What follows belongs to an exercise in optimizing a design on an open flow for a short achievable clock period, few clock cycles per item and low power; a production flow would make more cautious choices.
Function was checked by simulation only, so behaviour that the tests miss may differ from the original.
Power is estimated from default activity; no workload was simulated.

## v29
==> flow/design.v (excerpt) <==
module fp_mul_pipe (
   input  logic        clk,
   input  logic        rst,
   input  logic        in_valid,
   output logic        in_ready,
   input  logic [31:0] op1,
   input  logic [31:0] op2,
   output logic        out_valid,
   input  logic        out_ready,
   output logic [31:0] res,
   output logic [3:0]  flags
);
   logic        en;         
   logic        v0, v1, v2;
   logic [1:0]  sk_n;       
   logic        sk_full;
   logic [35:0] sk1, sk2;
   logic        deliver, arrive, take;
   logic        sn0, sn1, sn2, ld1, ld2;
   logic        s0_sign;
   logic [1:0]  s0_spec;
   logic [8:0]  s0_esum;     
   logic [22:0] s0_fa;
   logic [11:0] s0_one, s0_two;
   logic [10:0] s0_neg;
   logic [11:0] enc_one, enc_two;
   logic [10:0] enc_neg;
   logic        s1_sign;
   logic [1:0]  s1_spec;
   logic [9:0]  s1_esum;
   logic [47:11] s1_x, s1_y;
   logic        s1_lc, s1_lz;
   logic        s2_sign;
  ...
For scale: ~2200 cells after synthesis, roughly 320 flip-flops, about 0.025 sq mm of cells after synthesis.
export LEC_CHECK = 0
export CAP_MARGIN = 20
export CORE_MARGIN = 2
export CORE_UTILIZATION = 40
export CTS_BUF_LIST = sky130_fd_sc_hd__clkbuf_8
export CTS_CLUSTER_DIAMETER = 60
export CTS_CLUSTER_SIZE = 20
export SLEW_MARGIN = 20
export SYNTH_HIERARCHICAL = 1
create_clock -name core_clock -period 10.0 [get_ports {clk}]
standard.sh (not shown) runs the stock make flow with config.mk's settings and CLKGATE_MAP_FILE= SYNTH_SCRIPT=/design/flow/synth_recipe.tcl, a recipe that flattens the netlist after the stock synthesis.
==> flow/flow/run.sh <==
#!/bin/bash
set -euo pipefail
bash standard.sh SETUP_SLACK_MARGIN=6.3 finish > orfs_make.log 2>&1
Testbench counts of v29, summed over its fixed seeds: cycles 32,032, items 32,000.
The inputs of v14 differ from those of v29 as listed below.
--- a/flow/design.v
+++ b/flow/design.v
@@ -14,13 +14,13 @@
       fp_prod_w = 2 * man_w + 2;
    endfunction
 endpackage
 module fp_round_pack (
    input  logic        sign,
    input  logic [1:0]  spec,    
-   input  logic [9:0]  esum,    
+   input  logic [8:0]  esum,    
    input  logic [25:0] ph,      
    input  logic        st,      
    output logic [31:0] res,
    output logic [3:0]  flags
 );
    logic        p47;
@@ -66,21 +66,21 @@
       end
    endgenerate
    assign ch   = rh & (&fh);
    assign cl   = rl & (&fl);
    assign cry  = p47 ? ch : cl;
    assign frac = p47 ? (fh ^ ({23{rh}} & ah)) : (fl ^ ({23{rl}} & al));
-   assign e0 = esum[7:0];
-   assign e1 = esum[7:0] ^ a1;
-   assign e2 = esum[7:0] ^ a2;
-   assign ovf_k[0] = !esum[9] && (esum[8] || (&esum[7:0]));
-   assign ovf_k[1] = !esum[9] && (esum[8] || (&esum[7:1]));
-   assign ovf_k[2] = !esum[9] && (esum[8] || ((&esum[7:2]) && (esum[1] || esum[0])));
-   assign unf_k[0] = esum[9] || (esum == 10'd0);
-   assign unf_k[1] = esum[9];
-   assign unf_k[2] = esum[9] && !(&esum[8:0]);
+   assign e0 = esum[7:0] ^ 8'h80;
+   assign e1 = (esum[7:0] ^ a1) ^ 8'h80;
+   assign e2 = (esum[7:0] ^ a2) ^ 8'h80;
+   assign ovf_k[0] = esum[8] && (esum[7] || (&esum[6:0]));
+   assign ovf_k[1] = esum[8] && (esum[7] || (&esum[6:1]));
+   assign ovf_k[2] = esum[8] && (esum[7] || ((&esum[6:2]) && (esum[1] || esum[0])));
+   assign unf_k[0] = !esum[8] && (!esum[7] || (esum[6:0] == 7'd0));
+   assign unf_k[1] = !esum[8] && !esum[7];
+   assign unf_k[2] = !esum[8] && !esum[7] && !(&esum[6:0]);
    always_comb begin
       if (p47 && cry) begin
          exp8 = e2;
          ovf  = ovf_k[2];
          unf  = unf_k[2];
       end else if (p47 || cry) begin
@@ -126,31 +126,32 @@
    output logic [3:0]  flags
 );
    logic        en;         
    logic        v0, v1, v2;
    logic [1:0]  sk_n;       
    logic        sk_full;
-   logic [35:0] sk1, sk2;
+   logic [32:0] sk1, sk2;     
+   logic [3:0]  sk1_flags;
    logic        deliver, arrive, take;
    logic        sn0, sn1, sn2, ld1, ld2;
    logic        s0_sign;
    logic [1:0]  s0_spec;
    logic [8:0]  s0_esum;     
    logic [22:0] s0_fa;
    logic [11:0] s0_one, s0_two;
    logic [10:0] s0_neg;
    logic [11:0] enc_one, enc_two;
    logic [10:0] enc_neg;
    logic        s1_sign;
    logic [1:0]  s1_spec;
-   logic [9:0]  s1_esum;
+   logic [8:0]  s1_esum;
    logic [47:11] s1_x, s1_y;
    logic        s1_lc, s1_lz;
    logic        s2_sign;
    logic [1:0]  s2_spec;
-   logic [9:0]  s2_esum;
+   logic [8:0]  s2_esum;     
    logic [25:0] s2_ph;
    logic        s2_st;
    logic [23:0] ma, mb;
    logic [24:0] bx;
    logic [11:0] b_one, b_two;
    logic [10:0] b_neg;
@@ -2037,13 +2038,13 @@
    assign lo_zt[10] = ~((cs_x[10] ^ cs_y[10]) ^ (cs_x[9] | cs_y[9]));
    assign lo_z = &lo_zt;
    always_ff @(posedge clk) begin
       if (en) begin
          s1_sign <= s0_sign;
          s1_spec <= s0_spec;
-         s1_esum <= {1'b0, s0_esum} - 10'd127;
+         s1_esum <= s0_esum;
          s1_x    <= cs_x[47:11];
          s1_y    <= cs_y[47:11];
          s1_lc   <= lo_c;
          s1_lz   <= lo_z;
       end
    end
@@ -2274,13 +2275,13 @@
    assign ph[24] = ap46 ^ (ug22 | (up22 & c22));
    assign ph[25] = ap47 ^ (ug41 | (up41 & c22));
    always_ff @(posedge clk) begin
       if (en) begin
          s2_sign <= s1_sign;
          s2_spec <= s1_spec;
-         s2_esum <= s1_esum;
+         s2_esum <= s1_esum + 9'd1;
          s2_ph   <= ph;
          s2_st   <= ~(s1_lz & (&zt));
       end
    end
    fp_round_pack u_round_pack (
       .sign  (s2_sign),
@@ -2316,21 +2317,25 @@
             default: sk_n <= sk_n;
          endcase
          sk_full  <= (sk_n == 2'd2 && !take) || (sk_n == 2'd1 && !take && arrive);
          in_ready <= (sk_n == 2'd0 && (take || !arrive)) || (sk_n == 2'd1 && take && !arrive);
       end
    end
+   assign sk1_flags = {(&sk1[30:23]) && (|sk1[22:0]),
+                       (&sk1[30:23]) && !(|sk1[22:0]) && sk1[32],
+                       !(|sk1[30:23]) && sk1[32],
+                       sk1[32]};
    assign sn0     = (sk_n == 2'd0);
    assign sn1     = (sk_n == 2'd1);
    assign sn2     = (sk_n == 2'd2);
    assign ld1     = out_ready ? !sn0 : (out_valid ? (arrive && sn0) : !sn0);
    assign ld2     = !out_ready && out_valid && arrive && sn1;
    always_ff @(posedge clk) begin
-      if (take) {flags, res} <= sn0 ? {rp_flags, rp_res} : sk1;
-      if (ld1)  sk1 <= sn2 ? sk2 : {rp_flags, rp_res};
-      if (ld2)  sk2 <= {rp_flags, rp_res};
+      if (take) {flags, res} <= sn0 ? {rp_flags, rp_res} : {sk1_flags, sk1[31:0]};
+      if (ld1)  sk1 <= sn2 ? sk2 : {rp_flags[0], rp_res};
+      if (ld2)  sk2 <= {rp_flags[0], rp_res};
    end
 endmodule
 module fp_fa (
    input  logic a,
    input  logic b,
    input  logic c,
Notes after the runs:
- Sort v14 and v29 by average cell area after synthesis, ascending, and v14 comes first.
- Going from v29 to v14, the number of cell rows was found to have gone down by 1.
- Wire length deteriorates in v14 relative to v29.
- v14: cell area is 98 sq um lower than what v29 reported.
- Summary — met3 layer usage reported by global route, v14 relative to v29: higher, by 0.71 points.
- [compare] base=v29 new=v14: count of distinct cell types in the synthesized netlist went down 2, post-layout minimum cycle time held, clock power went up about 3.4%.
- On weighted congestion reported at the end of routability-driven placement, v14 and v29 are neck and neck.
- Lower number of synthesized register bits goes to v14 over v29.
Testbench counts of v14, summed over its fixed seeds: cycles 32,032, items 32,000.

-- what the ideal ports hide --
How much do the figures lean on ideal ports? The routed layouts below were timed once more, with nothing changed but the port constraints.
Step 1, drivers: a clkbuf_16 drives clk and a buf_2 each remaining input, both assumed.
Step 2 moves the port delays by t, midway between the first and last clock arrival at a register: inputs arrive t later, outputs are due t later. That takes back most of the time a late clock gives input paths.
Three values: ideal ports, drivers, drivers and shift; two values: the first two.
| run | shift t [ns] | setup WS [ns] | worst hold slack (ns) | slew at the worst register clock pin (ns) |
|---|---|---|---|---|
| v29 | 0.728 | 6.328 / 6.328 / 5.747 | 0.415 / 0.415 / 0.415 | 0.12 / 0.12 |
| v14 | 0.713 | 6.328 / 6.328 / 5.634 | 0.402 / 0.402 / 0.402 | 0.11 / 0.11 |
After both steps setup and hold are still met in every run listed. For v14, which loses most, drivers alone change the setup slack by 0.000 ns; drivers and shift together by -0.694 ns.
